This design comes from an exercise in tuning for small area and a short achievable clock period on the open sky130 flow, not from production work.
Where RTL was checked, it was by simulation tests only, not by an equivalence proof against the original.
Power is estimated from default activity; no workload was simulated.

==> try-quartz <==
==> flow/design.v (excerpt) <==
module dsconv_top (
    input  wire        clk,
    input  wire        rst,
    input  wire        start,
    input  wire [47:0] input_pixels,         
    output wire [6:0]  input_pixel_addr,
    output wire [11:0] output_pixel,
    output wire [6:0]  output_pixel_addr,
    output wire [1:0]  output_filter,
    output wire        ready,
    output wire        done
);
==> flow/config.mk <==
export PLATFORM = sky130hd
export DESIGN_NAME = dsconv_top
export DESIGN_NICKNAME = dsconv_top
export VERILOG_FILES = /design/flow/design.v
export SDC_FILE = /design/flow/constraint.sdc
export NUM_CORES = 4
export LEC_CHECK = 0
export CAP_MARGIN = 20
export CORE_MARGIN = 2
export CORE_UTILIZATION = 65
export CTS_CLUSTER_DIAMETER = 100
export CTS_CLUSTER_SIZE = 30
export SLEW_MARGIN = 20
==> flow/constraint.sdc <==
create_clock -name core_clock -period 11.0 [get_ports {clk}]
set_input_delay 2.2000 -clock core_clock [delete_from_list [all_inputs] [get_ports {clk}]]
set_output_delay 2.2000 -clock core_clock [all_outputs]
set_load 0.01 [all_outputs]
standard.sh (not shown) runs the stock make flow with config.mk's settings and CLKGATE_MAP_FILE= SYNTH_SCRIPT=/design/flow/synth_recipe.tcl, a recipe that flattens the netlist after the stock synthesis.
==> flow/flow/run.sh <==
#!/bin/bash
# The standard layout (the standard.sh: standard synthesis and the ORFS
# steps), with two changes to how it optimises, not to what it is given:
#  - repair_timing aims for 8.0 ns of setup slack at the 11 ns clock, so that
#    paths are sped up well below the clock period;
#  - the input and output port buffers are buf_2 cells, not the delay cells
#    buffer_ports would pick.
set -euo pipefail
bash standard.sh SETUP_SLACK_MARGIN=8.0 "BUFFER_PORTS_ARGS=-buffer_cell sky130_fd_sc_hd__buf_2" finish > standard.log 2>&1
==> inputs of try-raven, as changes to try-quartz <==
--- a/flow/design.v
+++ b/flow/design.v
@@ -8,35 +8,30 @@
     output wire [11:0] output_pixel,
     output wire [6:0]  output_pixel_addr,
     output wire [1:0]  output_filter,
     output wire        ready,
     output wire        done
 );
-    reg  [8:0] icnt;
-    reg  [6:0] ia;
+    reg  [8:0] cnt;
     reg        hold;      
     reg        done_r;
     wire       take = start && !hold;
     always @(posedge clk) begin
         if (rst) begin
-            icnt <= 9'd1;
-            ia   <= 7'd0;
+            cnt  <= 9'd0;
             hold <= 1'b0;
         end else begin
-            if (take) begin
-                icnt <= icnt + 9'd1;
-                ia   <= icnt[6:0];
-            end
+            if (take) cnt <= cnt + 9'd1;
             if (hold) begin
                 if (done_r) hold <= 1'b0;
-            end else if (take && icnt == 9'd0) begin
+            end else if (take && cnt == 9'd511) begin
                 hold <= 1'b1;
             end
         end
     end
-    assign input_pixel_addr = ia;
+    assign input_pixel_addr = cnt[6:0];
     reg [47:0]          x0;
     reg [34*48-1:0]      dl;     
     reg                 v1;
     reg [4-1:0]           v1e;
     integer i;
     always @(posedge clk) begin
@@ -985,18 +980,18 @@
         for (c = 0; c < 4; c = c + 1) begin
             if (dsum[c][16] != dsum[c][15]) u3[c*12 +: 12] <= dsum[c][16] ? 12'h000 : 12'hfff;
             else                          u3[c*12 +: 12] <= {~dsum[c][15], dsum[c][14:4]};
         end
         v3 <= v2 && !rst;
     end
-    reg  [8:0] oa;
-    reg  [8:0] nx;
+    reg  [8:0] oc;
     reg  [3:0] fsel;
     reg  [1:0] nfb;
     reg        ready_r;
     reg        v4, v5, v6;
+    wire [8:0] oc_next = oc + 9'd1;
     wire pw_0 = ((fsel[1] & u3[1]) | (fsel[2] & ~u3[1]) | (fsel[3] & u3[0])) ^ ((fsel[2] & ~u3[0])) ^ ((fsel[0] & ~u3[13]));
     wire pw_1 = (((fsel[1] & u3[1]) | (fsel[2] & ~u3[1]) | (fsel[3] & u3[0])) & ((fsel[2] & ~u3[0]))) | (((fsel[1] & u3[1]) | (fsel[2] & ~u3[1]) | (fsel[3] & u3[0])) & ((fsel[0] & ~u3[13]))) | (((fsel[2] & ~u3[0])) & ((fsel[0] & ~u3[13])));
     wire pw_2 = ((fsel[0] & ~u3[0]) | (fsel[1] & u3[2]) | (fsel[2] & ~u3[2]) | (fsel[3] & u3[1])) ^ ((fsel[2] & ~u3[1])) ^ ((fsel[0] & ~u3[14]) | (fsel[1] & u3[12]) | (fsel[3] & ~u3[12]));
     wire pw_3 = (((fsel[0] & ~u3[0]) | (fsel[1] & u3[2]) | (fsel[2] & ~u3[2]) | (fsel[3] & u3[1])) & ((fsel[2] & ~u3[1]))) | (((fsel[0] & ~u3[0]) | (fsel[1] & u3[2]) | (fsel[2] & ~u3[2]) | (fsel[3] & u3[1])) & ((fsel[0] & ~u3[14]) | (fsel[1] & u3[12]) | (fsel[3] & ~u3[12]))) | (((fsel[2] & ~u3[1])) & ((fsel[0] & ~u3[14]) | (fsel[1] & u3[12]) | (fsel[3] & ~u3[12])));
     wire pw_4 = ((fsel[0] & u3[25]) | (fsel[1] & ~u3[25]) | (fsel[2] & u3[26]) | (fsel[3] & ~u3[26])) ^ ((fsel[2] & u3[25]));
     wire pw_5 = ((fsel[0] & u3[25]) | (fsel[1] & ~u3[25]) | (fsel[2] & u3[26]) | (fsel[3] & ~u3[26])) & ((fsel[2] & u3[25]));
@@ -1222,32 +1217,30 @@
     end
     wire [14:0] t7 = bns + bnc;
     reg  [11:0] out_r;
     always @(posedge clk) begin
         out_r <= t7[14:3];
         if (rst) begin
-            oa      <= 9'd511;
-            nx      <= 9'd0;
+            oc      <= 9'd511;
             fsel    <= 4'b1000;
             nfb     <= 2'b00;
             ready_r <= 1'b0;
             done_r  <= 1'b0;
         end else begin
             if (v6) begin
-                oa   <= nx;
-                nx   <= nx + 9'd1;
-                fsel <= 4'b0001 << nx[8:7];
-                nfb  <= ~nx[8:7];
+                oc   <= oc_next;
+                fsel <= 4'b0001 << oc_next[8:7];
+                nfb  <= ~oc_next[8:7];
             end
-            ready_r <= v6 && nx[6:4] >= 3'd2 && nx[3:0] >= 4'd2;
-            done_r  <= ready_r && nx == 9'd0;
+            ready_r <= v6 && oc_next[6:4] >= 3'd2 && oc_next[3:0] >= 4'd2;
+            done_r  <= ready_r && oc == 9'd511;
         end
     end
     assign output_pixel      = out_r;
-    assign output_pixel_addr = oa[6:0];
-    assign output_filter     = oa[8:7];
+    assign output_pixel_addr = oc[6:0];
+    assign output_filter     = oc[8:7];
     assign ready             = ready_r;
     assign done              = done_r;
 endmodule
 localparam integer PIX_W = 12;
 localparam integer ACC_W = 28;     
 localparam signed [ACC_W-1:0] PIXEL_MAX = (2 ** (12 - 1)) - 1;
==> flow/run.sh (new file) <==
#!/bin/bash
# synth_recipe.tcl (not shown) runs the flow's synth.tcl, then flattens the netlist and writes it again
# the make line also repeats each setting of config.mk as NAME=value (left out here)
make -C /OpenROAD-flow-scripts/flow DESIGN_CONFIG=/design/flow/config.mk WORK_HOME=/design/flow/orfs CLKGATE_MAP_FILE= SYNTH_SCRIPT=/design/flow/synth_recipe.tcl finish
==> flow/config.mk (replaced) <==
export PLATFORM = sky130hd
export DESIGN_NAME = dsconv_top
export DESIGN_NICKNAME = dsconv_top
export VERILOG_FILES = /design/flow/design.v
export SDC_FILE = /design/flow/constraint.sdc
export NUM_CORES = 4
export LEC_CHECK = 0
export CAP_MARGIN = 20
export CORE_MARGIN = 2
export CORE_UTILIZATION = 40
export SLEW_MARGIN = 20
removed: flow/flow/run.sh
removed: flow/standard.sh
==> results.txt <==
In try-quartz the global-route usage is higher than in try-raven, by 7.1 points. In try-quartz the register-to-register slack is higher than in try-raven, by 0.87 ns. Sequential power: try-quartz is larger than try-raven (about 2.3%). Maximum frequency: try-raven is smaller than try-quartz (about 18%). Non-clock buffer count: try-quartz is higher than try-raven (117). Of try-quartz and try-raven, try-quartz has the higher utilization (gap 25 points). Against try-raven, the worst hold slack of try-quartz is better by 0.037 ns. Combinational power: try-quartz is larger than try-raven (8.7%). Between try-raven and try-quartz, the lower final cell count is in try-quartz (gap about 20%, measured against try-quartz). In try-quartz the power is smaller than in try-raven, by about 14%.
For try-raven, only the layout was checked, not whether the RTL still works.

---

==> run a <==
dsconv_top, a different RTL version from the one above (not shown whole).
Settings: LEC_CHECK=0, CAP_MARGIN=20, CORE_MARGIN=2, CORE_UTILIZATION=65, CTS_CLUSTER_DIAMETER=100, CTS_CLUSTER_SIZE=30, SLEW_MARGIN=20, SYNTH_HIERARCHICAL=1, SYNTH_MINIMUM_KEEP_SIZE=0; clock period 11.0 ns.
==> flow/flow/run.sh <==
#!/bin/bash
# The standard layout (the standard.sh: standard synthesis and the ORFS
# steps), with two changes to how it optimises, not to what it is given:
#  - repair_timing aims for 7.6 ns of setup slack at the 11 ns clock, so that
#    paths are sped up well below the clock period;
#  - the input and output port buffers are buf_2 cells, not the delay cells
#    buffer_ports would pick.
set -euo pipefail
bash standard.sh SETUP_SLACK_MARGIN=7.6 "BUFFER_PORTS_ARGS=-buffer_cell sky130_fd_sc_hd__buf_2" finish > standard.log 2>&1
==> run b (differences from run a) <==
--- a/flow/design.v
+++ b/flow/design.v
@@ -20,12 +20,14 @@
         if (rst) begin
             icnt <= 9'd1;
             ia   <= 7'd0;
             hold <= 1'b0;
         end else begin
-            if (take) icnt <= icnt + 9'd1;
-            ia <= take ? icnt[6:0] : icnt[6:0] - 7'd1;
+            if (take) begin
+                icnt <= icnt + 9'd1;
+                ia   <= icnt[6:0];
+            end
             if (hold) begin
                 if (done_r) hold <= 1'b0;
             end else if (take && icnt == 9'd0) begin
                 hold <= 1'b1;
             end
@@ -33,14 +35,22 @@
     end
     assign input_pixel_addr = ia;
     reg [47:0]          x0;
     reg [34*48-1:0]      dl;     
     reg                 v1;
+    reg [4-1:0]           v1e;
+    integer i;
     always @(posedge clk) begin
         x0  <= input_pixels;
         v1  <= take && !rst;
-        if (v1) dl <= {dl[(34-1)*48-1:0], x0};
+        v1e <= {4{take && !rst}};
+        for (i = 0; i < 48; i = i + 1) begin
+            if (v1e[i / (48 / 4)]) dl[i] <= x0[i];
+        end
+        for (i = 48; i < 34*48; i = i + 1) begin
+            if (v1e[(i % 48) / (48 / 4)]) dl[i] <= dl[i - 48];
+        end
     end
     wire dw0_0, dw0_1;
     dsconv_fa u_dw0_0 (.a(~dl[1585]), .b(~dl[1584]), .c(~dl[1536]), .s(dw0_0), .co(dw0_1));
     wire dw0_2, dw0_3;
     dsconv_ha u_dw0_2 (.a(~dl[1489]), .b(dl[769]), .s(dw0_2), .co(dw0_3));
@@ -956,18 +966,18 @@
         v2 <= v1 && !rst;
     end
     reg [4*12-1:0] u3;
     reg          v3;
     reg [16:0]   dsum [0:3];
-    integer ca, cb;
+    integer c;
     always @(*) begin
-        for (ca = 0; ca < 4; ca = ca + 1) dsum[ca] = dws[ca] + dwc[ca];
+        for (c = 0; c < 4; c = c + 1) dsum[c] = dws[c] + dwc[c];
     end
     always @(posedge clk) begin
-        for (cb = 0; cb < 4; cb = cb + 1) begin
-            if (dsum[cb][16] != dsum[cb][15]) u3[cb*12 +: 12] <= dsum[cb][16] ? 12'h000 : 12'hfff;
-            else                            u3[cb*12 +: 12] <= {~dsum[cb][15], dsum[cb][14:4]};
+        for (c = 0; c < 4; c = c + 1) begin
+            if (dsum[c][16] != dsum[c][15]) u3[c*12 +: 12] <= dsum[c][16] ? 12'h000 : 12'hfff;
+            else                          u3[c*12 +: 12] <= {~dsum[c][15], dsum[c][14:4]};
         end
         v3 <= v2 && !rst;
     end
     reg  [8:0] oa;
     reg  [8:0] nx;
@@ -1211,12 +1221,12 @@
             fsel    <= 4'b1000;
             nfb     <= 2'b00;
             ready_r <= 1'b0;
             done_r  <= 1'b0;
         end else begin
-            oa <= v6 ? nx : nx - 9'd1;
             if (v6) begin
+                oa   <= nx;
                 nx   <= nx + 9'd1;
                 fsel <= 4'b0001 << nx[8:7];
                 nfb  <= ~nx[8:7];
             end
             ready_r <= v6 && nx[6:4] >= 3'd2 && nx[3:0] >= 4'd2;
==> flow/flow/run.sh (replaced) <==
#!/bin/bash
# The standard layout (the standard.sh: standard synthesis and the ORFS
# steps), with two changes to how it optimises, not to what it is given:
#  - repair_timing aims for 7.7 ns of setup slack at the 11 ns clock, so that
#    paths are sped up well below the clock period;
#  - the input and output port buffers are buf_2 cells, not the delay cells
#    buffer_ports would pick.
set -euo pipefail
bash standard.sh SETUP_SLACK_MARGIN=7.7 "BUFFER_PORTS_ARGS=-buffer_cell sky130_fd_sc_hd__buf_2" finish > standard.log 2>&1
==> run c (differences from run a) <==
--- a/flow/design.v
+++ b/flow/design.v
@@ -20,12 +20,14 @@
         if (rst) begin
             icnt <= 9'd1;
             ia   <= 7'd0;
             hold <= 1'b0;
         end else begin
-            if (take) icnt <= icnt + 9'd1;
-            ia <= take ? icnt[6:0] : icnt[6:0] - 7'd1;
+            if (take) begin
+                icnt <= icnt + 9'd1;
+                ia   <= icnt[6:0];
+            end
             if (hold) begin
                 if (done_r) hold <= 1'b0;
             end else if (take && icnt == 9'd0) begin
                 hold <= 1'b1;
             end
@@ -33,14 +35,22 @@
     end
     assign input_pixel_addr = ia;
     reg [47:0]          x0;
     reg [34*48-1:0]      dl;     
     reg                 v1;
+    reg [4-1:0]           v1e;
+    integer i;
     always @(posedge clk) begin
         x0  <= input_pixels;
         v1  <= take && !rst;
-        if (v1) dl <= {dl[(34-1)*48-1:0], x0};
+        v1e <= {4{take && !rst}};
+        for (i = 0; i < 48; i = i + 1) begin
+            if (v1e[i / (48 / 4)]) dl[i] <= x0[i];
+        end
+        for (i = 48; i < 34*48; i = i + 1) begin
+            if (v1e[(i % 48) / (48 / 4)]) dl[i] <= dl[i - 48];
+        end
     end
     wire dw0_0, dw0_1;
     dsconv_fa u_dw0_0 (.a(~dl[1585]), .b(~dl[1584]), .c(~dl[1536]), .s(dw0_0), .co(dw0_1));
     wire dw0_2, dw0_3;
     dsconv_ha u_dw0_2 (.a(~dl[1489]), .b(dl[769]), .s(dw0_2), .co(dw0_3));
@@ -956,18 +966,18 @@
         v2 <= v1 && !rst;
     end
     reg [4*12-1:0] u3;
     reg          v3;
     reg [16:0]   dsum [0:3];
-    integer ca, cb;
+    integer c;
     always @(*) begin
-        for (ca = 0; ca < 4; ca = ca + 1) dsum[ca] = dws[ca] + dwc[ca];
+        for (c = 0; c < 4; c = c + 1) dsum[c] = dws[c] + dwc[c];
     end
     always @(posedge clk) begin
-        for (cb = 0; cb < 4; cb = cb + 1) begin
-            if (dsum[cb][16] != dsum[cb][15]) u3[cb*12 +: 12] <= dsum[cb][16] ? 12'h000 : 12'hfff;
-            else                            u3[cb*12 +: 12] <= {~dsum[cb][15], dsum[cb][14:4]};
+        for (c = 0; c < 4; c = c + 1) begin
+            if (dsum[c][16] != dsum[c][15]) u3[c*12 +: 12] <= dsum[c][16] ? 12'h000 : 12'hfff;
+            else                          u3[c*12 +: 12] <= {~dsum[c][15], dsum[c][14:4]};
         end
         v3 <= v2 && !rst;
     end
     reg  [8:0] oa;
     reg  [8:0] nx;
@@ -1211,12 +1221,12 @@
             fsel    <= 4'b1000;
             nfb     <= 2'b00;
             ready_r <= 1'b0;
             done_r  <= 1'b0;
         end else begin
-            oa <= v6 ? nx : nx - 9'd1;
             if (v6) begin
+                oa   <= nx;
                 nx   <= nx + 9'd1;
                 fsel <= 4'b0001 << nx[8:7];
                 nfb  <= ~nx[8:7];
             end
             ready_r <= v6 && nx[6:4] >= 3'd2 && nx[3:0] >= 4'd2;
==> flow/flow/run.sh (replaced) <==
#!/bin/bash
# The standard layout (the standard.sh: standard synthesis and the ORFS
# steps), with two changes to how it optimises, not to what it is given:
#  - repair_timing aims for 7.7 ns of setup slack at the 11 ns clock, so that
#    paths are sped up well below the clock period;
#  - the input and output port buffers are buf_2 cells, not the delay cells
#    buffer_ports would pick.
set -euo pipefail
bash standard.sh SETUP_SLACK_MARGIN=7.7 "BUFFER_PORTS_ARGS=-buffer_cell sky130_fd_sc_hd__buf_2" "CTS_ARGS=-sink_clustering_enable -repair_clock_nets -sink_clustering_size 30 -sink_clustering_max_diameter 100 -apply_ndr half" finish > standard.log 2>&1
==> results.txt <==
Run b passed the timing, DRC and antenna checks. Run a completed without violations. Run c produced a clean layout.
Of run a and run c, run c has the higher core utilization (gap 0.43 points).
In register-to-register slack, run c and run b hardly differ.
Against run c, the non-clock buffer count of run a is lower by 3.
Of run a and run b, run b has the higher sequential share of layout area (gap 0.58 points).
For run b and run c, only the layout was checked, not whether the RTL still works.

-- port drivers added, routing unchanged --
How much do the figures lean on ideal ports? The routed layouts below were timed once more, with nothing changed but the port constraints. Step 1 (the two cells are an assumption about what drives the block):
set clk [get_ports {clk}]
set_driving_cell -lib_cell sky130_fd_sc_hd__clkbuf_16 $clk
set_driving_cell -lib_cell sky130_fd_sc_hd__buf_2 [delete_from_list [all_inputs] $clk]
Step 2 adds t to the input delays and takes it off the output delays; t is the mean of the earliest and latest rising clock arrival at the registers after step 1. Input paths then give back, and output paths get back, about the clock's delay inside the block. Slacks: no drivers / after step 1 / after step 2; pairs: no drivers / after step 1.
| run | shift t [ns] | setup slack, ns | worst setup path at the end | worst register clock-pin slew, ns |
|---|---|---|---|---|
| try-quartz | 0.734 | 7.610 / 7.543 / 7.394 | input to register | 0.12 / 0.12 |
| try-raven | 0.876 | 6.886 / 6.849 / 6.886 | register to register | 0.06 / 0.06 |
| run a | 0.743 | 7.676 / 7.607 / 7.430 | input to register | 0.12 / 0.12 |
| run b | 0.748 | 7.613 / 7.542 / 7.199 | input to register | 0.11 / 0.11 |
| run c | 0.748 | 7.613 / 7.542 / 7.199 | input to register | 0.11 / 0.11 |
After both steps setup and hold are still met in every run listed.
